What follows belongs to an exercise in optimizing a design on an open flow for small area, a short achievable clock period and few clock cycles per item; a production flow would make more cautious choices. Only simulation tests tie the RTL to the original design; equivalence was not proved. Power figures rest on the tool's default switching activity, not on a simulated workload.

==> design.v <==
`default_nettype none
package wrnp_pkg;
  localparam int SITE_W = 8;
  localparam int CFG_W  = 16;
  localparam int RV_W   = 31;
  localparam int E_W    = 18;    
  localparam int WGT_W  = 17;    
  localparam int TOT_W  = 20;    
  localparam int SRT_W  = 23;    
  localparam logic [CFG_W-1:0] MAXD_RESET = 16'd255;
endpackage
`default_nettype wire
`default_nettype none
module wrnp_ram (
  input  wire logic                          clk,
  input  wire logic                          rst,
  input  wire logic                          we,
  input  wire logic [4:0]                    idx,
  input  wire logic                          nonempty,
  input  wire logic                          target_valid,
  input  wire logic                          upd,
  input  wire logic [2:0]                    upd_k,
  input  wire logic [wrnp_pkg::E_W-1:0]      val,
  output logic      [5:0]                    ne,
  output logic      [6*wrnp_pkg::E_W-1:0]    e,
  output logic      [wrnp_pkg::WGT_W-1:0]    e8,
  output logic                               tv16
);
  localparam int EW = wrnp_pkg::E_W;
  function automatic logic [2:0] slot_of(input logic [4:0] i);
    case (i)
      5'd2:    slot_of = 3'd0;
      5'd3:    slot_of = 3'd1;
      5'd4:    slot_of = 3'd2;
      5'd12:   slot_of = 3'd3;
      5'd13:   slot_of = 3'd4;
      5'd14:   slot_of = 3'd5;
      5'd8:    slot_of = 3'd6;
      default: slot_of = 3'd7;
    endcase
  endfunction
  logic [2:0] k;
  assign k = upd ? upd_k : slot_of(idx);
  always_ff @(posedge clk) begin
    if (rst) begin
      ne   <= '0;
      e    <= {6{EW'(wrnp_pkg::MAXD_RESET)}};
      e8   <= wrnp_pkg::WGT_W'(wrnp_pkg::MAXD_RESET);
      tv16 <= 1'b0;
    end else if (we || upd) begin
      for (int j = 0; j < 6; j++) begin
        if (k == 3'(j)) begin
          e[j*EW +: EW] <= val;
          if (!upd)
            ne[j] <= nonempty;
        end
      end
      if (k == 3'd6)
        e8 <= val[wrnp_pkg::WGT_W-1:0];
      if (we && idx == 5'd16)
        tv16 <= target_valid;
    end
  end
endmodule
`default_nettype wire
`default_nettype none
module wrnp_div (
  input  wire logic [21:0] t,
  input  wire logic [19:0] d,
  input  wire logic [21:0] c1,
  input  wire logic        neg1,
  output logic      [19:0] rem_out
);
  logic [22:0] c2, c3;
  logic [22:0] x, y, z, cs, cc;
  assign c2 = {1'b0, t} + ~{2'b00, d, 1'b0} + 23'd1;
  assign x  = {1'b0, t};
  assign y  = ~{2'b00, d, 1'b0};
  assign z  = ~{3'b000, d};
  assign cs = x ^ y ^ z;
  assign cc = {((x[21:0] & y[21:0]) | (x[21:0] & z[21:0]) | (y[21:0] & z[21:0])), 1'b0};
  assign c3 = cs + cc + 23'd2;
  always_comb begin
    if (!c3[22])
      rem_out = c3[19:0];
    else if (!c2[22])
      rem_out = c2[19:0];
    else if (!neg1)
      rem_out = c1[19:0];
    else
      rem_out = t[19:0];
  end
endmodule
`default_nettype wire
`default_nettype none
module weighted_random_neighbor_pick (
  input  wire logic                              clk,
  input  wire logic                              rst,
  input  wire logic                              in_valid,
  output logic                                   in_ready,
  input  wire logic                              mode,
  input  wire logic [4:0]                        entry_index,
  input  wire logic                              entry_nonempty,
  input  wire logic [15:0]                       entry_distance,
  input  wire logic [15:0]                       entry_active,
  input  wire logic                              entry_target_valid,
  input  wire logic [wrnp_pkg::SITE_W-1:0]       start_site,
  input  wire logic                              at_node,
  input  wire logic                              uniform_weights,
  input  wire logic [wrnp_pkg::RV_W-1:0]         random_value,
  output logic                                   out_valid,
  input  wire logic                              out_ready,
  output logic      [wrnp_pkg::SITE_W-1:0]       next_site,
  output logic                                   moved,
  input  wire logic                              cfg_we,
  input  wire logic [wrnp_pkg::CFG_W-1:0]        cfg_wdata
);
  localparam int WW = wrnp_pkg::WGT_W;
  localparam int EW = wrnp_pkg::E_W;
  localparam int S_T = 0;    
  localparam int S_D = 1;    
  localparam int S_P = 2;    
  localparam int S_F = 3;    
  logic        s0_valid;
  logic        s0_mode;
  logic [38:0] s0_d;
  logic [3:0]  st;            
  logic        room;
  logic        adv;
  logic        load;
  logic        cfg_busy;
  logic [2:0]  ck;
  logic [15:0] maxd;
  assign adv      = (st == 4'd0) || (st[S_F] && room);
  assign in_ready = !cfg_busy && !cfg_pend && (!s0_valid || adv);
  assign load     = adv && s0_valid;
  always_ff @(posedge clk) begin
    if (rst)
      s0_valid <= 1'b0;
    else if (in_ready)
      s0_valid <= in_valid;
    if (in_ready || cfg_we) begin
      s0_mode <= mode;
      if (cfg_we)
        s0_d <= {23'd0, cfg_wdata};
      else if (mode)
        s0_d <= {1'b0, uniform_weights, at_node, |start_site[7:4], start_site[3:0], random_value};
      else
        s0_d <= {entry_target_valid, entry_nonempty, entry_active, entry_distance, entry_index};
    end
  end
  logic [4:0]  s0_idx;
  logic [3:0]  s0_site;
  logic        s0_sinv, s0_node, s0_uni;
  logic [30:0] s0_rv;
  assign s0_idx  = s0_d[4:0];
  assign s0_rv   = s0_d[30:0];
  assign s0_site = s0_d[34:31];
  assign s0_sinv = s0_d[35];
  assign s0_node = s0_d[36];
  assign s0_uni  = s0_d[37];
  logic [5:0]      t_ne;
  logic [6*EW-1:0] t_e;
  logic [WW-1:0]   t_e8;
  logic            t_tv16;
  logic [EW-1:0]   t_val;
  logic            wr;
  assign wr = load && !s0_mode;
  logic [2:0]    rd_code;
  logic [EW-1:0] rd_e;
  always_comb begin
    rd_e = {1'b0, t_e8};
    for (int k = 0; k < 6; k++)
      if (rd_code == 3'(k)) rd_e = t_e[k*EW +: EW];
  end
  always_comb begin
    logic [EW-1:0] x, y, z, cs_s, cs_c;
    if (cfg_busy) begin
      x = wq;
      y = {2'b00, maxd};
      z = ~{2'b00, b_app};
    end else begin
      x = {2'b00, maxd};
      y = {2'b00, s0_d[36:21]};
      z = (s0_idx == 5'd8) ? '1 : ~{2'b00, s0_d[20:5]};
    end
    cs_s  = x ^ y ^ z;
    cs_c  = {((x[EW-2:0] & y[EW-2:0]) | (x[EW-2:0] & z[EW-2:0]) | (y[EW-2:0] & z[EW-2:0])), 1'b1};
    t_val = cs_s + cs_c;
  end
  wrnp_ram u_table (
    .clk          (clk),
    .rst          (rst),
    .we           (wr),
    .idx          (s0_idx),
    .nonempty     (s0_d[37]),
    .target_valid (s0_d[38]),
    .upd          (cfg_busy && ck != 3'd0),
    .upd_k        (ck - 3'd1),
    .val          (t_val),
    .ne           (t_ne),
    .e            (t_e),
    .e8           (t_e8),
    .tv16         (t_tv16)
  );
  logic [15:0] b_app;
  logic        cfg_pend;
  always_ff @(posedge clk) begin
    if (rst) begin
      cfg_busy <= 1'b0;
      cfg_pend <= 1'b0;
      ck       <= 3'd0;
      maxd     <= wrnp_pkg::MAXD_RESET;
      b_app    <= wrnp_pkg::MAXD_RESET;
    end else begin
      if (cfg_we)
        cfg_pend <= 1'b1;
      if (cfg_busy) begin
        ck <= ck + 3'd1;
        if (ck == 3'd7) begin
          cfg_busy <= 1'b0;
          b_app    <= maxd;
        end
      end else if (cfg_pend) begin
        cfg_busy <= 1'b1;
        ck       <= 3'd0;
        maxd     <= s0_d[15:0];
        if (!cfg_we)
          cfg_pend <= 1'b0;
      end
    end
  end
  logic [5:0] e_pos, e_le1;
  logic       e8_pos, e8_le1, b_pos, b_le1;
  always_comb begin
    for (int k = 0; k < 6; k++) begin
      e_pos[k] = !t_e[k*EW + EW - 1] && (t_e[k*EW +: WW] != '0);
      e_le1[k] =  t_e[k*EW + EW - 1] || (t_e[k*EW + 1 +: WW - 1] == '0);
    end
    e8_pos = (t_e8 != '0);
    e8_le1 = (t_e8[WW-1:1] == '0);
    b_pos  = (maxd != '0);
    b_le1  = (maxd[15:1] == '0);
  end
  function automatic logic [2:0] slot_code(input logic [3:0] site, input logic [1:0] j);
    logic [11:0] c;
    case (site)
      4'd2:    c = {3'd5, 3'd4, 3'd6, 3'd2};
      4'd3:    c = {3'd5, 3'd4, 3'd3, 3'd6};
      4'd4:    c = {3'd4, 3'd3, 3'd6, 3'd0};
      4'd12:   c = {3'd5, 3'd6, 3'd2, 3'd1};
      4'd13:   c = {3'd6, 3'd2, 3'd1, 3'd0};
      4'd14:   c = {3'd3, 3'd6, 3'd1, 3'd0};
      default: c = '0;
    endcase
    slot_code = c[j*3 +: 3];
  endfunction
  function automatic logic is_listed(input logic [3:0] site);
    is_listed = (site == 4'd2) || (site == 4'd3) || (site == 4'd4) ||
                (site == 4'd12) || (site == 4'd13) || (site == 4'd14);
  endfunction
  function automatic logic [4:0] slot_flags(input logic [3:0] site, input logic node,
                                            input logic [5:0] fe, input logic f8,
                                            input logic f16);
    logic [4:0] m;
    for (int j = 0; j < 4; j++) begin
      logic [2:0] c;
      c = slot_code(site, 2'(j));
      m[j] = (c == 3'd6) ? (node & f8) : fe[c];
    end
    m[4] = f16;
    slot_flags = m;
  endfunction
  logic [3:0] s0_sitel;
  logic       is_trio, is_s0;
  logic [4:0] nz5, le5;
  assign is_trio = is_listed(s0_site);
  assign is_s0   = (s0_site == 4'd0);
  assign nz5 = slot_flags(s0_site, s0_node, e_pos, e8_pos, t_tv16 & b_pos);
  assign le5 = ~slot_flags(s0_site, s0_node, ~e_le1, ~e8_le1, t_tv16 & !b_le1);
  function automatic logic [1:0] res3(input logic [6:0] a);
    logic [1:0] r;
    case (a)
      7'd0: r = 2'd0;
      7'd1: r = 2'd1;
      7'd2: r = 2'd2;
      7'd3: r = 2'd0;
      7'd4: r = 2'd1;
      7'd5: r = 2'd2;
      7'd6: r = 2'd0;
      7'd7: r = 2'd1;
      7'd8: r = 2'd2;
      7'd9: r = 2'd0;
      7'd10: r = 2'd1;
      7'd11: r = 2'd2;
      7'd12: r = 2'd0;
      7'd13: r = 2'd1;
      7'd14: r = 2'd2;
      7'd15: r = 2'd0;
      7'd16: r = 2'd1;
      7'd17: r = 2'd2;
      7'd18: r = 2'd0;
      7'd19: r = 2'd1;
      7'd20: r = 2'd2;
      7'd21: r = 2'd0;
      7'd22: r = 2'd1;
      7'd23: r = 2'd2;
      7'd24: r = 2'd0;
      7'd25: r = 2'd1;
      7'd26: r = 2'd2;
      7'd27: r = 2'd0;
      7'd28: r = 2'd1;
      7'd29: r = 2'd2;
      7'd30: r = 2'd0;
      7'd31: r = 2'd1;
      7'd32: r = 2'd2;
      7'd33: r = 2'd0;
      7'd34: r = 2'd1;
      7'd35: r = 2'd2;
      7'd36: r = 2'd0;
      7'd37: r = 2'd1;
      7'd38: r = 2'd2;
      7'd39: r = 2'd0;
      7'd40: r = 2'd1;
      7'd41: r = 2'd2;
      7'd42: r = 2'd0;
      7'd43: r = 2'd1;
      7'd44: r = 2'd2;
      7'd45: r = 2'd0;
      7'd46: r = 2'd1;
      7'd47: r = 2'd2;
      7'd48: r = 2'd0;
      7'd49: r = 2'd1;
      7'd50: r = 2'd2;
      7'd51: r = 2'd0;
      7'd52: r = 2'd1;
      7'd53: r = 2'd2;
      7'd54: r = 2'd0;
      7'd55: r = 2'd1;
      7'd56: r = 2'd2;
      7'd57: r = 2'd0;
      7'd58: r = 2'd1;
      7'd59: r = 2'd2;
      7'd60: r = 2'd0;
      7'd61: r = 2'd1;
      7'd62: r = 2'd2;
      7'd63: r = 2'd0;
      7'd64: r = 2'd1;
      7'd65: r = 2'd2;
      7'd66: r = 2'd0;
      7'd67: r = 2'd1;
      7'd68: r = 2'd2;
      7'd69: r = 2'd0;
      7'd70: r = 2'd1;
      7'd71: r = 2'd2;
      7'd72: r = 2'd0;
      7'd73: r = 2'd1;
      7'd74: r = 2'd2;
      7'd75: r = 2'd0;
      7'd76: r = 2'd1;
      7'd77: r = 2'd2;
      7'd78: r = 2'd0;
      7'd79: r = 2'd1;
      7'd80: r = 2'd2;
      7'd81: r = 2'd0;
      7'd82: r = 2'd1;
      7'd83: r = 2'd2;
      7'd84: r = 2'd0;
      7'd85: r = 2'd1;
      7'd86: r = 2'd2;
      7'd87: r = 2'd0;
      7'd88: r = 2'd1;
      7'd89: r = 2'd2;
      7'd90: r = 2'd0;
      7'd91: r = 2'd1;
      7'd92: r = 2'd2;
      7'd93: r = 2'd0;
      7'd94: r = 2'd1;
      7'd95: r = 2'd2;
      7'd96: r = 2'd0;
      7'd97: r = 2'd1;
      7'd98: r = 2'd2;
      7'd99: r = 2'd0;
      7'd100: r = 2'd1;
      7'd101: r = 2'd2;
      7'd102: r = 2'd0;
      7'd103: r = 2'd1;
      7'd104: r = 2'd2;
      7'd105: r = 2'd0;
      7'd106: r = 2'd1;
      7'd107: r = 2'd2;
      7'd108: r = 2'd0;
      7'd109: r = 2'd1;
      7'd110: r = 2'd2;
      7'd111: r = 2'd0;
      7'd112: r = 2'd1;
      7'd113: r = 2'd2;
      7'd114: r = 2'd0;
      7'd115: r = 2'd1;
      7'd116: r = 2'd2;
      7'd117: r = 2'd0;
      7'd118: r = 2'd1;
      7'd119: r = 2'd2;
      7'd120: r = 2'd0;
      7'd121: r = 2'd1;
      7'd122: r = 2'd2;
      7'd123: r = 2'd0;
      7'd124: r = 2'd1;
      7'd125: r = 2'd2;
      7'd126: r = 2'd0;
      7'd127: r = 2'd1;
      default: r = '0;
    endcase
    res3 = r;
  endfunction
  function automatic logic [2:0] res5(input logic [6:0] a);
    logic [2:0] r;
    case (a)
      7'd0: r = 3'd0;
      7'd1: r = 3'd1;
      7'd2: r = 3'd2;
      7'd3: r = 3'd3;
      7'd4: r = 3'd4;
      7'd5: r = 3'd0;
      7'd6: r = 3'd1;
      7'd7: r = 3'd2;
      7'd8: r = 3'd3;
      7'd9: r = 3'd4;
      7'd10: r = 3'd0;
      7'd11: r = 3'd1;
      7'd12: r = 3'd2;
      7'd13: r = 3'd3;
      7'd14: r = 3'd4;
      7'd15: r = 3'd0;
      7'd16: r = 3'd1;
      7'd17: r = 3'd2;
      7'd18: r = 3'd3;
      7'd19: r = 3'd4;
      7'd20: r = 3'd0;
      7'd21: r = 3'd1;
      7'd22: r = 3'd2;
      7'd23: r = 3'd3;
      7'd24: r = 3'd4;
      7'd25: r = 3'd0;
      7'd26: r = 3'd1;
      7'd27: r = 3'd2;
      7'd28: r = 3'd3;
      7'd29: r = 3'd4;
      7'd30: r = 3'd0;
      7'd31: r = 3'd1;
      7'd32: r = 3'd2;
      7'd33: r = 3'd3;
      7'd34: r = 3'd4;
      7'd35: r = 3'd0;
      7'd36: r = 3'd1;
      7'd37: r = 3'd2;
      7'd38: r = 3'd3;
      7'd39: r = 3'd4;
      7'd40: r = 3'd0;
      7'd41: r = 3'd1;
      7'd42: r = 3'd2;
      7'd43: r = 3'd3;
      7'd44: r = 3'd4;
      7'd45: r = 3'd0;
      7'd46: r = 3'd1;
      7'd47: r = 3'd2;
      7'd48: r = 3'd3;
      7'd49: r = 3'd4;
      7'd50: r = 3'd0;
      7'd51: r = 3'd1;
      7'd52: r = 3'd2;
      7'd53: r = 3'd3;
      7'd54: r = 3'd4;
      7'd55: r = 3'd0;
      7'd56: r = 3'd1;
      7'd57: r = 3'd2;
      7'd58: r = 3'd3;
      7'd59: r = 3'd4;
      7'd60: r = 3'd0;
      7'd61: r = 3'd1;
      7'd62: r = 3'd2;
      7'd63: r = 3'd3;
      7'd64: r = 3'd4;
      7'd65: r = 3'd0;
      7'd66: r = 3'd1;
      7'd67: r = 3'd2;
      7'd68: r = 3'd3;
      7'd69: r = 3'd4;
      7'd70: r = 3'd0;
      7'd71: r = 3'd1;
      7'd72: r = 3'd2;
      7'd73: r = 3'd3;
      7'd74: r = 3'd4;
      7'd75: r = 3'd0;
      7'd76: r = 3'd1;
      7'd77: r = 3'd2;
      7'd78: r = 3'd3;
      7'd79: r = 3'd4;
      7'd80: r = 3'd0;
      7'd81: r = 3'd1;
      7'd82: r = 3'd2;
      7'd83: r = 3'd3;
      7'd84: r = 3'd4;
      7'd85: r = 3'd0;
      7'd86: r = 3'd1;
      7'd87: r = 3'd2;
      7'd88: r = 3'd3;
      7'd89: r = 3'd4;
      7'd90: r = 3'd0;
      7'd91: r = 3'd1;
      7'd92: r = 3'd2;
      7'd93: r = 3'd3;
      7'd94: r = 3'd4;
      7'd95: r = 3'd0;
      7'd96: r = 3'd1;
      7'd97: r = 3'd2;
      7'd98: r = 3'd3;
      7'd99: r = 3'd4;
      7'd100: r = 3'd0;
      7'd101: r = 3'd1;
      7'd102: r = 3'd2;
      7'd103: r = 3'd3;
      7'd104: r = 3'd4;
      7'd105: r = 3'd0;
      7'd106: r = 3'd1;
      7'd107: r = 3'd2;
      7'd108: r = 3'd3;
      7'd109: r = 3'd4;
      7'd110: r = 3'd0;
      7'd111: r = 3'd1;
      7'd112: r = 3'd2;
      7'd113: r = 3'd3;
      7'd114: r = 3'd4;
      7'd115: r = 3'd0;
      7'd116: r = 3'd1;
      7'd117: r = 3'd2;
      7'd118: r = 3'd3;
      7'd119: r = 3'd4;
      7'd120: r = 3'd0;
      7'd121: r = 3'd1;
      7'd122: r = 3'd2;
      7'd123: r = 3'd3;
      7'd124: r = 3'd4;
      7'd125: r = 3'd0;
      7'd126: r = 3'd1;
      7'd127: r = 3'd2;
      default: r = '0;
    endcase
    res5 = r;
  endfunction
  function automatic logic [6:0] nibsum(input logic [30:0] v);
    logic [31:0] w;
    w = {1'b0, v};
    nibsum = (7'(5'(w[3:0]) + 5'(w[7:4])) + 7'(5'(w[11:8]) + 5'(w[15:12]))) +
             (7'(5'(w[19:16]) + 5'(w[23:20])) + 7'(5'(w[27:24]) + 5'(w[31:28])));
  endfunction
  logic [5:0] smask;
  logic [6:0] coh;        
  logic       is_small;
  always_comb begin
    if (is_s0)
      smask = t_ne;
    else
      smask = {1'b0, nz5};
    coh = 7'd1;
    for (int i = 0; i < 6; i++)
      if (smask[i]) coh = {coh[5:0], 1'b0};
    is_small = is_s0 || s0_uni || (le5 == 5'b11111) || coh[0] || coh[1];
  end
  function automatic logic [4:0] small_side(input logic [3:0] site, input logic [5:0] m,
                                            input logic [6:0] r15, input logic [1:0] r4);
    logic [6:0] c;
    logic [2:0] sr, sj;
    logic [5:0] roh;
    logic [1:0] m3;
    logic [2:0] m5;
    c = 7'd1;
    for (int i = 0; i < 6; i++)
      if (m[i]) c = {c[5:0], 1'b0};
    m3 = res3(r15);
    m5 = res5(r15);
    sr = 3'd0;
    if (c[2]) sr = {2'b00, r4[0]};
    if (c[3]) sr = {1'b0, m3};
    if (c[4]) sr = {1'b0, r4};
    if (c[5]) sr = m5;
    if (c[6]) begin
      case ({r4[0], m3})
        3'b0_00: sr = 3'd0;
        3'b1_01: sr = 3'd1;
        3'b0_10: sr = 3'd2;
        3'b1_00: sr = 3'd3;
        3'b0_01: sr = 3'd4;
        default: sr = 3'd5;
      endcase
    end
    roh = 6'd0;
    for (int i = 0; i < 6; i++)
      if (sr == 3'(i)) roh[i] = 1'b1;
    sj = 3'd0;
    for (int i = 0; i < 6; i++) begin
      if (m[i] && roh[0])
        sj = 3'(i);
      if (m[i])
        roh = {1'b0, roh[5:1]};
    end
    small_side = slot_side(site, sj);
  endfunction
  function automatic logic [4:0] slot_side(input logic [3:0] site, input logic [2:0] j);
    logic [4:0] s;
    s = 5'd16;
    case (site)
      4'd0:  case (j) 3'd0: s = 5'd2;  3'd1: s = 5'd3;  3'd2: s = 5'd4;
                      3'd3: s = 5'd12; 3'd4: s = 5'd13; default: s = 5'd14; endcase
      4'd2:  case (j) 3'd0: s = 5'd4;  3'd1: s = 5'd8;  3'd2: s = 5'd13; 3'd3: s = 5'd14; default: s = 5'd16; endcase
      4'd3:  case (j) 3'd0: s = 5'd8;  3'd1: s = 5'd12; 3'd2: s = 5'd13; 3'd3: s = 5'd14; default: s = 5'd16; endcase
      4'd4:  case (j) 3'd0: s = 5'd2;  3'd1: s = 5'd8;  3'd2: s = 5'd12; 3'd3: s = 5'd13; default: s = 5'd16; endcase
      4'd12: case (j) 3'd0: s = 5'd3;  3'd1: s = 5'd4;  3'd2: s = 5'd8;  3'd3: s = 5'd14; default: s = 5'd16; endcase
      4'd13: case (j) 3'd0: s = 5'd2;  3'd1: s = 5'd3;  3'd2: s = 5'd4;  3'd3: s = 5'd8;  default: s = 5'd16; endcase
      4'd14: case (j) 3'd0: s = 5'd2;  3'd1: s = 5'd3;  3'd2: s = 5'd8;  3'd3: s = 5'd12; default: s = 5'd16; endcase
      default: s = 5'd16;
    endcase
    slot_side = s;
  endfunction
  logic [3:0]  j_site;
  logic [4:0]  j_nz;          
  logic        j_small;       
  logic [4:0]  rm;            
  logic [21:0] rr;            
  logic [30:0] rq;            
  logic [19:0] dv;            
  logic [4:0]  nsh;           
  logic [3:0]  cnt;
  logic [7:0]  res_site;
  logic        res_moved;
  logic [2:0]    jn, jn2;
  logic          rm_last;     
  logic [EW-1:0] wq;          
  logic [2:0]    wj_n;        
  logic [EW-1:0] wj;
  logic [3:0]    wsite;
  always_comb begin
    logic [4:0] rest;
    jn = 3'd4;
    for (int i = 3; i >= 0; i--)
      if (rm[i]) jn = 3'(i);
    rest = rm & ~(5'd1 << jn);
    jn2 = 3'd4;
    for (int i = 3; i >= 0; i--)
      if (rest[i]) jn2 = 3'(i);
    rm_last = (rest == 5'd0);
  end
  always_comb begin
    wj_n = 3'd4;
    if (st == 4'd0 || st[S_F]) begin
      wsite = s0_site;
      for (int i = 3; i >= 0; i--)
        if (nz5[i]) wj_n = 3'(i);
    end else if (st[S_D]) begin
      wsite = j_site;
      for (int i = 3; i >= 0; i--)
        if (j_nz[i]) wj_n = 3'(i);
    end else begin
      wsite = j_site;
      wj_n  = jn2;
    end
    rd_code = cfg_busy ? ck : slot_code(wsite, wj_n[1:0]);
    if (cfg_busy)
      wj = rd_e;
    else if (wj_n[2])
      wj = {2'b00, maxd};
    else
      wj = rd_e[EW-1] ? '0 : {1'b0, rd_e[WW-1:0]};
  end
  logic [21:0] t4;
  logic [22:0] a_sum;
  logic [21:0] a_y;
  logic        a_neg;
  logic        a_sub;
  logic [21:0] a_a, a_b;
  assign t4 = {rr[19:0], rq[30:29]};
  always_comb begin
    a_sub = !st[S_T];
    a_a   = st[S_D] ? t4 : rr;
    a_b   = st[S_D] ? {2'b00, dv} : {5'd0, wq[WW-1:0]};
    a_sum = {1'b0, a_a} + {1'b0, a_sub ? ~a_b : a_b} + 23'(a_sub);
    a_y   = a_sum[21:0];
    a_neg = a_sub && !a_sum[22];
  end
  logic [19:0] div_rem;
  logic [4:0] lz;
  always_comb begin
    lz = 5'd0;
    for (int i = 0; i < 20; i++)
      if (a_y[i]) lz = 5'(19 - i);
  end
  logic [19:0] sh_in, sh_out, rrev;
  always_comb begin
    for (int i = 0; i < 20; i++)
      rrev[i] = div_rem[19 - i];
    sh_in  = st[S_D] ? rrev : a_y[19:0];
    sh_out = sh_in << (st[S_D] ? nsh : lz);
  end
  wrnp_div u_div (
    .t       (t4),
    .d       (dv),
    .c1      (a_y),
    .neg1    (a_neg),
    .rem_out (div_rem)
  );
  logic       push;
  logic [7:0] push_site;
  logic       push_moved;
  assign push       = st[S_F] && room;
  assign push_site  = j_small ? {3'b000, small_side(j_site, rr[14:9], rr[6:0], rr[8:7])} : res_site;
  assign push_moved = j_small ? 1'b1 : res_moved;
  logic go_div;
  assign go_div = s0_mode && !s0_sinv && is_trio && !is_small;
  always_ff @(posedge clk) begin
    if (rst) begin
      st <= 4'd0;
    end else if (adv) begin
      if (!s0_valid)
        st <= 4'd0;
      else if (go_div)
        st <= 4'd1 << S_T;
      else
        st <= 4'd1 << S_F;
    end else begin
      if (st[S_T] && rm_last) st <= 4'd1 << S_D;
      if (st[S_D] && cnt == 4'd0) st <= 4'd1 << S_P;
      if (st[S_P] && (rm_last || a_neg)) st <= 4'd1 << S_F;
    end
  end
  always_ff @(posedge clk) begin
    if (load) begin
      j_site  <= s0_site;
      j_nz    <= nz5;
      j_small <= s0_mode && !s0_sinv && (is_s0 || is_trio) && smask != 6'd0 && !go_div;
      rm      <= nz5;
      rr      <= go_div ? 22'd0 : {7'd0, smask, s0_rv[1:0], nibsum(s0_rv)};
      rq      <= s0_rv;
      wq      <= wj;
      res_moved <= 1'b0;
      if (!s0_mode)
        res_site <= 8'd0;
      else if (s0_sinv)
        res_site <= 8'hFF;
      else
        res_site <= {4'h0, s0_site};
    end else begin
      if (st[S_T]) begin
        rm <= rm & ~(5'd1 << jn);
        wq <= wj;
        if (!rm_last) begin
          rr <= a_y;
        end else begin
          nsh <= lz;
          dv  <= sh_out;
          cnt <= 4'(5'd5 + ((lz + 5'd1) >> 1));
          if (lz[0]) begin
            rr <= 22'(rq[30:13]);
            rq <= {rq[12:0], 18'd0};
          end else begin
            rr <= 22'(rq[30:12]);
            rq <= {rq[11:0], 19'd0};
          end
        end
      end
      if (st[S_D]) begin
        cnt <= cnt - 4'd1;
        rq  <= {rq[28:0], 2'b00};
        if (cnt != 4'd0) begin
          rr <= 22'(div_rem);
        end else begin
          for (int i = 0; i < 20; i++)
            rr[i] <= sh_out[19 - i];
          rr[21:20] <= 2'b00;
          rm <= j_nz;
          wq <= wj;
        end
      end
      if (st[S_P]) begin
        if (rm_last || a_neg) begin
          res_site  <= {3'b000, slot_side(j_site, jn)};
          res_moved <= 1'b1;
        end else begin
          rr <= a_y;
          rm <= rm & ~(5'd1 << jn);
          wq <= wj;
        end
      end
      if (st == 4'd0 && cfg_busy)
        wq <= wj;
    end
  end
  logic       sk_valid;
  logic [7:0] sk_site;
  logic       sk_moved;
  assign room = !sk_valid;
  always_ff @(posedge clk) begin
    if (rst) begin
      out_valid <= 1'b0;
      sk_valid  <= 1'b0;
    end else if (!out_valid || out_ready) begin
      if (sk_valid) begin
        out_valid <= 1'b1;
        sk_valid  <= 1'b0;
      end else begin
        out_valid <= push;
      end
    end else if (push) begin
      sk_valid <= 1'b1;
    end
    if (!out_valid || out_ready) begin
      if (sk_valid) begin
        next_site <= sk_site;
        moved     <= sk_moved;
      end else begin
        next_site <= push_site;
        moved     <= push_moved;
      end
    end
    if (push) begin
      sk_site  <= push_site;
      sk_moved <= push_moved;
    end
  end
endmodule
`default_nettype wire
==> run.sh <==
#!/bin/bash
# synth_recipe.tcl (not shown) runs the flow's synth.tcl, then flattens the netlist and writes it again
# the make line also repeats each setting of config.mk as NAME=value (left out here)
make -C /OpenROAD-flow-scripts/flow DESIGN_CONFIG=/design/flow/config.mk WORK_HOME=/design/flow/orfs CLKGATE_MAP_FILE= SYNTH_SCRIPT=/design/flow/synth_recipe.tcl finish
==> config.mk <==
export PLATFORM = sky130hd
export DESIGN_NAME = weighted_random_neighbor_pick
export DESIGN_NICKNAME = weighted_random_neighbor_pick
export VERILOG_FILES = /design/flow/design.v
export SDC_FILE = /design/flow/constraint.sdc
export NUM_CORES = 4
export LEC_CHECK = 0
export ABC_AREA = 1
export CAP_MARGIN = 20
export CORE_MARGIN = 2
export CORE_UTILIZATION = 40
export SETUP_SLACK_MARGIN = 5
export SLEW_MARGIN = 20
==> constraint.sdc <==
create_clock -name core_clock -period 11.0 [get_ports {clk}]
set_input_delay 2.2000 -clock core_clock [delete_from_list [all_inputs] [get_ports {clk}]]
set_output_delay 2.2000 -clock core_clock [all_outputs]
set_load 0.01 [all_outputs]
==> results of run 1 <==
-- final cells by class --
type | count | area, um^2 | share of cell area, %
clock buffer | 65 | 1260 | 3.92
clock inverter | 13 | 181 | 0.565
inverter | 476 | 1880 | 5.86
multi-input combinational | 3046 | 17200 | 53.6
sequential | 357 | 8460 | 26.4
tap | 931 | 1160 | 3.63
timing repair buffer | 202 | 1950 | 6.08
timing repair inverter | 1 | 11.3 | 0.0351
-- flip-flops by register name, indices dropped and copies added, names as in the netlist, 16 cells and up, named ones only --
register	count
u_table.e	108
s0_d	39
rq	31
rr	22
dv	20
wq	18
u_table.e8	17
b_app	16
maxd	16
-- Yosys cell counts (7+ instances only) --
| master | count | area [um^2] |
|---|---|---|
| o21ai_2 | 9 | 78.8 |
| o21ai_1 | 28 | 140 |
| fa_1 | 61 | 1220 |
| xnor2_1 | 25 | 219 |
| o21bai_1 | 11 | 82.6 |
| buf_2 | 22 | 110 |
| o22ai_1 | 28 | 175 |
| nor2_2 | 7 | 43.8 |
| nand2_2 | 15 | 93.8 |
| a221oi_1 | 7 | 61.3 |
| a21o_1 | 8 | 60.1 |
| clkbuf_1 | 123 | 462 |
| dfxtp_1 | 227 | 4540 |
| nand2_1 | 953 | 3580 |
| nor2_1 | 330 | 1240 |
| nor3_1 | 34 | 170 |
| buf_6 | 9 | 101 |
| buf_1 | 16 | 60.1 |
| inv_2 | 21 | 78.8 |
| nand3_1 | 328 | 1640 |
| o221ai_1 | 18 | 158 |
| o31ai_1 | 13 | 97.6 |
| inv_1 | 444 | 1670 |
| o211ai_1 | 74 | 556 |
| nor4_1 | 34 | 213 |
| clkinv_1 | 11 | 41.3 |
| xor2_1 | 56 | 490 |
| a31oi_1 | 13 | 81.3 |
| edfxtp_1 | 130 | 3900 |
| ha_1 | 122 | 1530 |
| o21ai_0 | 403 | 2020 |
| nand4_1 | 25 | 156 |
| a21oi_1 | 353 | 1770 |
-- through the flow --
step	hold WS, ns	instance area [um^2]	std cells	power [uW]	utilization, %
floorplan	0.425	27700	4054	4990	-
global placement	0.435	29500	4956	6650	43.0
detailed placement	0.441	29500	4956	6620	43.0
CTS	0.448	31300	5045	8230	45.6
global route	0.475	32100	5091	9190	46.8
finish	0.447	32100	5091	8630	46.8
-- cells by family after synthesis --
kind of cell | after synthesis | synth area share [%]
DFF | 357 | 30.5
buffers and inverters | 653 | 9.28
xor gates and xnor gates | 83 | 2.68
AOI/OAI and AO/OA | 1011 | 20.6
and+or+nand+nor | 1763 | 26.9
muxes | 4 | 0.145
adders and majority gates | 183 | 9.93
-- routing by layer --
metal  track usage (%)  vias up  share of wire [%]
met3              4.53      235                8.0
met2              45.2     1225                 44
met4              12.4        4                4.5
met1              40.7    13376                 43
li1                  -    13811                  -
met5                 0        -              0.025
-- cell usage in the layout, fill, tap and decap left out, drive strengths merged, types with 27 or more instances in the layout --
cell	count
edfxtp	130
nor4	35
clkdlybuf4s50	112
nor3	35
nand2	974
xor2	56
clkbuf	68
ha	122
dfxtp	227
fa	61
o21ai	442
o22ai	29
o211ai	75
buf	86
nand3	333
nor2	338
a21oi	359
inv	455
xnor2	27
-- critical path, stage by stage, from the launching register on --
cell and delay, ns:
dfxtp_1 0.33, nor4_1 0.68, nand4_1 0.24, o21ai_0 0.33, inv_1 0.15, o211ai_1 0.18
nand2_1 0.09, a21oi_2 0.34, inv_2 0.12, or2_1 0.26, nand2_1 0.06, nand2_1 0.04
nand2_1 0.17, inv_2 0.07, o211ai_1 0.10, nand3_1 0.11, nand2_1 0.29, inv_1 0.23
nand3_2 0.25, inv_2 0.24, nand2_1 0.12, nand3_1 0.11, nor2_2 0.20, nand4_2 0.23
nand2_1 0.35, nand2_1 0.18, a21oi_1 0.14
-- how the worst max path moves through the flow --
stage | from | endpoint | slack (ns) | depth (start not counted)
final | u_table.e[13] | wq[7] | 5.25 | 26
after global placement | st[1] | flip-flop | 3.62 | 33
after CTS | rq[30] | flip-flop | 5.01 | 37
after detailed placement | st[1] | flip-flop | 3.65 | 32
after global routing | st[1] | flip-flop | 4.91 | 40
after floorplan | st[1] | flip-flop | 5.22 | 37
-- report_power, final --
group	switching (uW)	leakage [uW]	internal (uW)
sequential	203	0.00312	1560
clock	618	0.000697	865
combinational	3690	0.0105	1690
-- timing repair --
action / in CTS / in global routing
pin swaps: 4 / 17
setup endpoints to repair: 74 / 8
setup buffers: 9 / 41
gates resized for setup: 69 / 108
gates cloned: 2 / 5
==> metrics.log, run 1 <==
[metrics] first-pass GRT wire length: 160000 um
[metrics] TNS Setup: 0 ns
[metrics] Critical Path End Type: flip-flop
[metrics] via count: 28651
[metrics] Avg Vias per Cell: 5.63
[metrics] Total GRT Usage: 29.3%
[metrics] clock tree sinks: 357
[metrics] share of flip-flops with an asynchronous set or reset: 0%
[metrics] worst flop-to-flop path endpoint: wq[7]
[metrics] final net count: 4412
[metrics] post-DR wirelength/cell: 21.3 um
[metrics] HPWL reported at the end of detailed placement: 80700 um
[metrics] clock slew at reported path FFs: 0.06 ns
[metrics] number of detailed-routing iterations run before antenna repair: 6
[metrics] cell area after synthesis: 27700 um^2
[metrics] commonest register cell after synthesis: dfxtp_1
[metrics] highest achievable clock rate: 0.174 GHz
[metrics] core area: 68600 um^2
[metrics] worst-case vdd ir drop: 0.000153 V
[metrics] number of clock buffers inserted by TritonCTS: 43
[metrics] count of input and output buffers: 112
[metrics] TritonCTS clock tree: built
[metrics] effective utilization at floorplan: 40.4%
[metrics] slew of the pin with the lowest slew margin: 1.17 ns
[metrics] Worst setup SP type: flip-flop
[metrics] Yosys warning total: 3
[metrics] startpoint of the worst-slack reg-to-reg timing path: u_table.e[13]
[metrics] Std-Cell Rows: 96
[metrics] number of top-level pins: 113
[metrics] Worst Hold Path Cells: 2
[metrics] headroom to the max-slew limit: 21.4%
[metrics] final worst path period need: 5.75 ns
[metrics] residual overflow from global routing: 0
[metrics] result of the run: timing/DRC/antenna clean
[metrics] classification of the worst-slack hold path: flip-flop to flip-flop
[metrics] final RePlAce weighted congestion: 1.01
[metrics] number of hold-repair buffers added at the cts stage: 0
[metrics] Leakage Power: 0.0143 uW
[metrics] total of max-cap violations: 0
[metrics] die extent in y: 267 um
[metrics] Die Wd: 267 um
[metrics] worst-case hold path end point: b_app[11]
[metrics] Required @ worst endpoint: 11.52 ns
[metrics] number of hold-slack violations in the final timing report: 0
[metrics] H-tree levels: 2
[metrics] initial antenna violation count: 2
[metrics] diode count: 0
[metrics] area delta synth->final: 16.0%
[metrics] Post-Synthesis Mean Instance Area: 6.83 um^2
[metrics] Worst Setup Path Type: flip-flop to flip-flop
[metrics] number of pins exceeding their max-slew limit in the final report: 0
[metrics] number of synthesized register bits: 357
[metrics] maximum number of pins on one net before global-route repair: 98
[metrics] worst setup slack for register-to-register paths: 5.25 ns
[metrics] ratio of final minimum period to clock period: 52.2%
[metrics] cells on worst reg2reg path: 26
[metrics] worst setup margin: 5.25 ns
[metrics] via count of the first global-routing pass: 25582
[metrics] final setup violation count: 0
[metrics] overall die area: 71300 um^2
[metrics] fraction of layout instances using a drive strength above 1: 8.61%
[metrics] gate count after technology mapping: 4054
[metrics] detailed router's first-iteration violation count: 3185
[metrics] share of synthesized area occupied by flip-flops and latches: 30.5%
[metrics] total routed wirelength: 108000 um
[metrics] worst-case clock buffer depth: 3
[metrics] Power per Cell Area: 269 nW/um^2
[metrics] syn nets: 4339
[metrics] placement-stage worst setup slack: 3.65 ns
[metrics] number of distinct standard cells referenced by the synthesized netlist: 75
[metrics] data arrival time at the worst-slack endpoint: 6.27 ns
[metrics] unrepaired setup endpoints after global routing: true
[metrics] setup clock skew after layout: 0.0252 ns
[metrics] drc violations: 0
[metrics] number of enable flip-flop cells after synthesis: 130
[metrics] Clock Tree Root: clkbuf_16
[metrics] residual antenna-violating net count after detailed routing: 0
[metrics] clock latency on the worst-skew pair: 0.60 ns
[metrics] startpoint of the worst hold path: b_app[11]
[metrics] highest net fanout along the worst path: 28
[metrics] number of fill cells in the layout: 7120
Testbench counts, summed over its fixed seeds: cycles 41,502, items 8,000.
==> inputs of run 2 (changes only) <==
--- a/design.v
+++ b/design.v
@@ -67,4 +67,5 @@
 module wrnp_div (
   input  wire logic [21:0] t,
+  input  wire logic        b0,
   input  wire logic [19:0] d,
   input  wire logic [21:0] c1,
@@ -74,4 +75,6 @@
   logic [22:0] c2, c3;
   logic [22:0] x, y, z, cs, cc;
+  logic [19:0] rem4;
+  logic [21:0] t2, c4;
   assign c2 = {1'b0, t} + ~{2'b00, d, 1'b0} + 23'd1;
   assign x  = {1'b0, t};
@@ -83,12 +86,15 @@
   always_comb begin
     if (!c3[22])
-      rem_out = c3[19:0];
+      rem4 = c3[19:0];
     else if (!c2[22])
-      rem_out = c2[19:0];
+      rem4 = c2[19:0];
     else if (!neg1)
-      rem_out = c1[19:0];
+      rem4 = c1[19:0];
     else
-      rem_out = t[19:0];
+      rem4 = t[19:0];
   end
+  assign t2 = {1'b0, rem4, b0};
+  assign c4 = t2 + ~{2'b00, d} + 22'd1;
+  assign rem_out = c4[21] ? t2[19:0] : c4[19:0];
 endmodule
 `default_nettype wire
@@ -177,7 +183,11 @@
     logic [EW-1:0] x, y, z, cs_s, cs_c;
     if (cfg_busy) begin
-      x = wq;
+      x = wq[EW-1:0];
       y = {2'b00, maxd};
       z = ~{2'b00, b_app};
+    end else if (s0_mode) begin
+      x = t_tv16 ? {2'b00, maxd} : '0;
+      y = s0_node ? {1'b0, t_e8} : '0;
+      z = '1;
     end else begin
       x = {2'b00, maxd};
@@ -272,4 +282,10 @@
     slot_flags = m;
   endfunction
+  logic [4:0] listed5;         
+  always_comb begin
+    for (int j = 0; j < 4; j++)
+      listed5[j] = (slot_code(s0_site, 2'(j)) != 3'd6);
+    listed5[4] = 1'b0;
+  end
   logic [3:0] s0_sitel;
   logic       is_trio, is_s0;
@@ -636,8 +652,10 @@
   logic [2:0]    jn, jn2;
   logic          rm_last;     
-  logic [EW-1:0] wq;          
+  logic          rm_two;      
+  logic [19:0]   wq;          
   logic [2:0]    wj_n;        
   logic [EW-1:0] wj;
   logic [3:0]    wsite;
+  logic          wj_none;     
   always_comb begin
     logic [4:0] rest;
@@ -650,11 +668,14 @@
       if (rest[i]) jn2 = 3'(i);
     rm_last = (rest == 5'd0);
+    rm_two  = !rm_last && ((rest & (rest - 5'd1)) == 5'd0);
   end
   always_comb begin
     wj_n = 3'd4;
+    wj_none = 1'b0;
     if (st == 4'd0 || st[S_F]) begin
       wsite = s0_site;
+      wj_none = ((nz5 & listed5) == 5'd0);
       for (int i = 3; i >= 0; i--)
-        if (nz5[i]) wj_n = 3'(i);
+        if (nz5[i] && listed5[i]) wj_n = 3'(i);
     end else if (st[S_D]) begin
       wsite = j_site;
@@ -664,8 +685,11 @@
       wsite = j_site;
       wj_n  = jn2;
+      wj_none = rm_last;
     end
     rd_code = cfg_busy ? ck : slot_code(wsite, wj_n[1:0]);
     if (cfg_busy)
       wj = rd_e;
+    else if (wj_none)
+      wj = '0;
     else if (wj_n[2])
       wj = {2'b00, maxd};
@@ -683,5 +707,5 @@
     a_sub = !st[S_T];
     a_a   = st[S_D] ? t4 : rr;
-    a_b   = st[S_D] ? {2'b00, dv} : {5'd0, wq[WW-1:0]};
+    a_b   = st[S_D] ? {2'b00, dv} : {2'b00, wq};
     a_sum = {1'b0, a_a} + {1'b0, a_sub ? ~a_b : a_b} + 23'(a_sub);
     a_y   = a_sum[21:0];
@@ -695,13 +719,39 @@
       if (a_y[i]) lz = 5'(19 - i);
   end
-  logic [19:0] sh_in, sh_out, rrev;
+  logic [19:0] sh_in, sh_out;
   always_comb begin
-    for (int i = 0; i < 20; i++)
-      rrev[i] = div_rem[19 - i];
-    sh_in  = st[S_D] ? rrev : a_y[19:0];
-    sh_out = sh_in << (st[S_D] ? nsh : lz);
+    sh_in  = st[S_T] ? a_y[19:0] : {2'b00, wj};
+    sh_out = sh_in << (st[S_T] ? lz : nsh);
+  end
+  logic [1:0] jpad;
+  logic [3:0] ncnt;
+  always_comb begin
+    case (lz)
+      5'd0: begin jpad = 2'd0; ncnt = 4'd3; end
+      5'd1: begin jpad = 2'd2; ncnt = 4'd4; end
+      5'd2: begin jpad = 2'd1; ncnt = 4'd4; end
+      5'd3: begin jpad = 2'd0; ncnt = 4'd4; end
+      5'd4: begin jpad = 2'd2; ncnt = 4'd5; end
+      5'd5: begin jpad = 2'd1; ncnt = 4'd5; end
+      5'd6: begin jpad = 2'd0; ncnt = 4'd5; end
+      5'd7: begin jpad = 2'd2; ncnt = 4'd6; end
+      5'd8: begin jpad = 2'd1; ncnt = 4'd6; end
+      5'd9: begin jpad = 2'd0; ncnt = 4'd6; end
+      5'd10: begin jpad = 2'd2; ncnt = 4'd7; end
+      5'd11: begin jpad = 2'd1; ncnt = 4'd7; end
+      5'd12: begin jpad = 2'd0; ncnt = 4'd7; end
+      5'd13: begin jpad = 2'd2; ncnt = 4'd8; end
+      5'd14: begin jpad = 2'd1; ncnt = 4'd8; end
+      5'd15: begin jpad = 2'd0; ncnt = 4'd8; end
+      5'd16: begin jpad = 2'd2; ncnt = 4'd9; end
+      5'd17: begin jpad = 2'd1; ncnt = 4'd9; end
+      5'd18: begin jpad = 2'd0; ncnt = 4'd9; end
+      5'd19: begin jpad = 2'd2; ncnt = 4'd10; end
+      default: begin jpad = 2'd0; ncnt = 4'd3; end
+    endcase
   end
   wrnp_div u_div (
     .t       (t4),
+    .b0      (rq[28]),
     .d       (dv),
     .c1      (a_y),
@@ -730,5 +780,5 @@
       if (st[S_T] && rm_last) st <= 4'd1 << S_D;
       if (st[S_D] && cnt == 4'd0) st <= 4'd1 << S_P;
-      if (st[S_P] && (rm_last || a_neg)) st <= 4'd1 << S_F;
+      if (st[S_P] && (rm_last || rm_two || a_neg)) st <= 4'd1 << S_F;
     end
   end
@@ -738,8 +788,8 @@
       j_nz    <= nz5;
       j_small <= s0_mode && !s0_sinv && (is_s0 || is_trio) && smask != 6'd0 && !go_div;
-      rm      <= nz5;
-      rr      <= go_div ? 22'd0 : {7'd0, smask, s0_rv[1:0], nibsum(s0_rv)};
+      rm      <= nz5 & listed5;
+      rr      <= go_div ? 22'(t_val) : {7'd0, smask, s0_rv[1:0], nibsum(s0_rv)};
       rq      <= s0_rv;
-      wq      <= wj;
+      wq      <= 20'(wj);
       res_moved <= 1'b0;
       if (!s0_mode)
@@ -752,5 +802,5 @@
       if (st[S_T]) begin
         rm <= rm & ~(5'd1 << jn);
-        wq <= wj;
+        wq <= 20'(wj);
         if (!rm_last) begin
           rr <= a_y;
@@ -758,39 +808,33 @@
           nsh <= lz;
           dv  <= sh_out;
-          cnt <= 4'(5'd5 + ((lz + 5'd1) >> 1));
-          if (lz[0]) begin
-            rr <= 22'(rq[30:13]);
-            rq <= {rq[12:0], 18'd0};
-          end else begin
-            rr <= 22'(rq[30:12]);
-            rq <= {rq[11:0], 19'd0};
-          end
+          cnt <= ncnt;
+          case (jpad)
+            2'd1:    begin rr <= 22'(rq[30:13]); rq <= {rq[12:0], 18'd0}; end
+            2'd2:    begin rr <= 22'(rq[30:14]); rq <= {rq[13:0], 17'd0}; end
+            default: begin rr <= 22'(rq[30:12]); rq <= {rq[11:0], 19'd0}; end
+          endcase
         end
       end
       if (st[S_D]) begin
         cnt <= cnt - 4'd1;
-        rq  <= {rq[28:0], 2'b00};
-        if (cnt != 4'd0) begin
-          rr <= 22'(div_rem);
-        end else begin
-          for (int i = 0; i < 20; i++)
-            rr[i] <= sh_out[19 - i];
-          rr[21:20] <= 2'b00;
+        rq  <= {rq[27:0], 3'b000};
+        rr  <= 22'(div_rem);
+        if (cnt == 4'd0) begin
           rm <= j_nz;
-          wq <= wj;
+          wq <= sh_out;
         end
       end
       if (st[S_P]) begin
-        if (rm_last || a_neg) begin
-          res_site  <= {3'b000, slot_side(j_site, jn)};
+        if (rm_last || rm_two || a_neg) begin
+          res_site  <= {3'b000, slot_side(j_site, (a_neg || rm_last) ? jn : jn2)};
           res_moved <= 1'b1;
         end else begin
           rr <= a_y;
           rm <= rm & ~(5'd1 << jn);
-          wq <= wj;
+          wq <= sh_out;
         end
       end
       if (st == 4'd0 && cfg_busy)
-        wq <= wj;
+        wq <= 20'(wj);
     end
   end
--- a/config.mk
+++ b/config.mk
@@ -9,5 +9,5 @@
 export CAP_MARGIN = 20
 export CORE_MARGIN = 2
-export CORE_UTILIZATION = 40
+export CORE_UTILIZATION = 55
 export SETUP_SLACK_MARGIN = 5
 export SLEW_MARGIN = 20
==> run 2 against run 1 <==
Still clean. Synthesized cell count grew 6.8%. Wire length grew 11%. Highest routed layer unchanged. Sequential power grew 2%. Critical path depth grew 20. Hold slack gained 0.031 ns. Global-route usage grew 12 points. Fmax shrank 16%. Clock-buffer cell count shrank 4. Via count grew 14%. Setup slack lost 1.1 ns.
==> metrics.log, run 2 <==
[metrics] result of the run: timing/DRC/antenna clean
[metrics] initial antenna violation count: 3
[metrics] Leakage Power: 0.0160 uW
[metrics] most common cell in the netlist: nand2_1
[metrics] headroom to the max-slew limit: 23.8%
[metrics] Die Wd: 237 um
[metrics] Avg Vias per Cell: 6.24
[metrics] gate count after technology mapping: 4330
[metrics] worst-case vdd ir drop: 0.000266 V
[metrics] commonest cells after routing, fill and taps aside: 879 x nand2_1, 439 x inv_1, 374 x nand3_1, 353 x o21ai_0, 326 x a21oi_1
[metrics] number of detailed-routing iterations run before antenna repair: 6
[metrics] slew of the pin with the lowest slew margin: 1.13 ns
[metrics] Worst Hold Path Cells: 2
[metrics] max FFs per register: 108
[metrics] cell area after synthesis: 29700 um^2
[metrics] TritonCTS clock tree: built
[metrics] clock latency on the worst-skew pair: 0.61 ns
[metrics] Critical Path Max Stage Delay: 0.38 ns
[metrics] post-DR wirelength/cell: 22.9 um
[metrics] maximum number of pins on one net before global-route repair: 82
[metrics] number of enable flip-flop cells after synthesis: 130
[metrics] number of hold-slack violations in the final timing report: 0
[metrics] list of most frequent post-synthesis cells: 917 x nand2_1, 484 x inv_1, 416 x nand3_1
[metrics] Std-Cell Rows: 85
[metrics] Clock Tree Root: clkbuf_16
[metrics] commonest register cell after synthesis: dfxtp_1
[metrics] Total GRT Usage: 41.7%
[metrics] TNS Setup: 0 ns
[metrics] effective utilization at floorplan: 55.5%
[metrics] ratio of final minimum period to clock period: 62.5%
[metrics] classification of the worst-slack hold path: flip-flop to flip-flop
[metrics] most frequent standard cell in the layout excluding fill and tap cells: nand2_1
[metrics] Worst Setup Path Type: flip-flop to flip-flop
[metrics] final standard cell count with taps included and fillers excluded: 5247
[metrics] Critical Path End Type: flip-flop
[metrics] diode count: 0
[metrics] highest achievable clock rate: 0.145 GHz
[metrics] area delta synth->final: 20.4%
[metrics] final net count: 4828
[metrics] total of max-cap violations: 0
[metrics] share of flip-flops with an asynchronous set or reset: 0%
[metrics] data arrival time at the worst-slack endpoint: 7.38 ns
[metrics] number of top-level pins: 113
[metrics] library cell contributing the largest single delay on the critical path: ha_1
[metrics] residual overflow from global routing: 0
[metrics] core area: 53600 um^2
[metrics] total routed wirelength: 120000 um
[metrics] top cell type by total area after synthesis: dfxtp_1
[metrics] drc violations: 0
[metrics] number of distinct standard cells referenced by the synthesized netlist: 78
[metrics] highest net fanout along the worst path: 12
[metrics] count of input and output buffers: 112
[metrics] number of fill cells in the layout: 4853
[metrics] worst-case clock buffer depth: 3
[metrics] final worst path period need: 6.88 ns
[metrics] Worst setup SP type: flip-flop
[metrics] H-tree levels: 2
[metrics] Post-Synthesis Mean Instance Area: 6.87 um^2
[metrics] largest reg by FF count: u_table.e
[metrics] number of hold-repair buffers added at the cts stage: 0
[metrics] final RePlAce weighted congestion: 1.00
[metrics] number of clock buffers inserted by TritonCTS: 43
[metrics] share of synthesized area occupied by flip-flops and latches: 28.5%
[metrics] share of Yosys cell area claimed by the top area cell type: 15.4%
[metrics] detailed router's first-iteration violation count: 4185
[metrics] via count of the first global-routing pass: 30056
[metrics] setup clock skew after layout: 0.0204 ns
[metrics] final setup violation count: 0
[metrics] die extent in y: 237 um
[metrics] number of synthesized register bits: 359
[metrics] residual antenna-violating net count after detailed routing: 0
[metrics] Synth area leaders: dfxtp_1 15%, edfxtp_1 13%, nand2_1 12%
[metrics] HPWL reported at the end of detailed placement: 86100 um
[metrics] unrepaired setup endpoints after global routing: true
[metrics] overall die area: 55900 um^2
[metrics] number of pins exceeding their max-slew limit in the final report: 0
[metrics] syn nets: 4642
[metrics] Regs by FF count: u_table.e (108), s0_d (39), rq (31)
[metrics] overall power after layout: 13100 uW
[metrics] fraction of layout instances using a drive strength above 1: 15.1%
[metrics] Placed Cells: 4986
[metrics] clock tree sinks: 359
[metrics] Required @ worst endpoint: 11.50 ns
[metrics] cells on worst reg2reg path: 46
[metrics] Yosys warning total: 3
[metrics] first-pass GRT wire length: 180000 um
[metrics] via count: 32717
[metrics] Most Frequent Cell on Critical Path: nand3_2
[metrics] Power per Cell Area: 367 nW/um^2
[metrics] clock slew at reported path FFs: 0.06 ns
## run 2: cell types whose count changed in the layout (fill, tap and decap cells not counted), sizes merged, moves of 27 or more
cell,previous run,this run
buf,86,210
nand3,333,426
inv,455,503
nand2,974,939
or2,12,40
ha,122,149
## run 2: final cells by class
cell class	count	area (um^2)	area share [%]
multi-input combinational	3261	19900	55.5
tap	696	871	2.43
sequential	359	8510	23.8
timing repair buffer	325	3010	8.40
timing repair inverter	10	65.1	0.182
clock buffer	61	1240	3.45
inverter	516	2040	5.71
clock inverter	19	194	0.542
## run 2: final timing paths
kind,from,to,slack [ns]
worst max-delay path,rr[9],flip-flop,4.12
worst min register to register,u_table.ne[4],u_table.ne[4],0.48
worst min-delay path,u_table.ne[4],u_table.ne[4],0.48
worst max register to register,rr[9],flip-flop,4.12
## run 2: power breakdown
part	internal (uW)	switching [uW]	leakage, uW
Clock	840	622	0.000708
Sequential	1600	209	0.00315
Combinational	3780	6080	0.0121
Total	6220	6910	0.0160
## run 2: kinds of logic (layout without fill, tap and decap cells)
group	count (synthesis)	count (layout)	share of synthesized area, %
simple gates	1833	1836	26.6
mux	4	4	0.139
buf+inv	714	931	9.48
fa+ha+maj	210	210	10.4
xor+xnor	95	95	2.87
compound gates	1115	1116	22.0
flops	359	359	28.5
## run 2: routing by layer
metal | up-vias | GRT usage [%] | share of wire, %
met2 | 1925 | 65.0 | 44
met1 | 15143 | 53.1 | 38
li1 | 15159 | - | -
met3 | 484 | 7.15 | 10
met5 | - | 0 | 0.037
met4 | 6 | 27.9 | 7.9
## run 2: stage by stage
step	utilization [%]	setup slack [ns]	instance area (um^2)	hold slack (ns)
after global routing	66.8	3.78	35800	0.490
final	66.8	4.12	35800	0.478
after global placement	58.7	2.00	31500	0.457
after floorplan	-	4.27	30100	0.425
after CTS	65.1	4.44	34900	0.473
after detailed placement	58.7	1.83	31500	0.465
## run 2: worst max-delay path: cells and delay by family, from the launching register on
kind / cells / cell delay, ns
AO/OA/AOI/OAI: 18 / 2.75
adder cells (fa/ha/maj): 2 / 0.67
buffers and inverters: 10 / 1.33
flip-flops: 1 / 0.32
AND/OR/NAND/NOR: 16 / 1.67
## run 2: repair_timing
item                       CTS  global route
buffers inserted           105            55
pin swaps                  102            61
gates cloned                19             2
setup endpoints to repair  101           102
gates resized for setup    236           130
Testbench counts of run 2, summed over its fixed seeds: cycles 31,509, items 8,000.

port drivers added, routing unchanged:
The results above use ideal ports. As a check the final layouts listed here were re-extracted and re-timed, cells and wires unchanged. Step 1 (the two cells are an assumption about what drives the block):
set clk [get_ports {clk}]
set_driving_cell -lib_cell sky130_fd_sc_hd__clkbuf_16 $clk
set_driving_cell -lib_cell sky130_fd_sc_hd__buf_2 [delete_from_list [all_inputs] $clk]
Step 2 moves the port delays by t, midway between the first and last clock arrival at a register: inputs arrive t later, outputs are due t later. That takes back most of the time a late clock gives input paths. Three values: ideal, step 1, step 2; two values: the first two.
| run | t, ns | setup slack, ns | clock arrival spread, ns | slew at the worst register clock pin (ns) | cell pins on the clock port's net |
|---|---|---|---|---|---|
| run 1 | 0.652 | 5.255 / 5.255 / 5.255 | 0.026 / 0.026 | 0.07 / 0.07 | 1 |
| run 2 | 0.659 | 4.122 / 4.122 / 4.122 | 0.021 / 0.021 | 0.06 / 0.06 | 1 |
After both steps setup and hold are still met in every run listed.
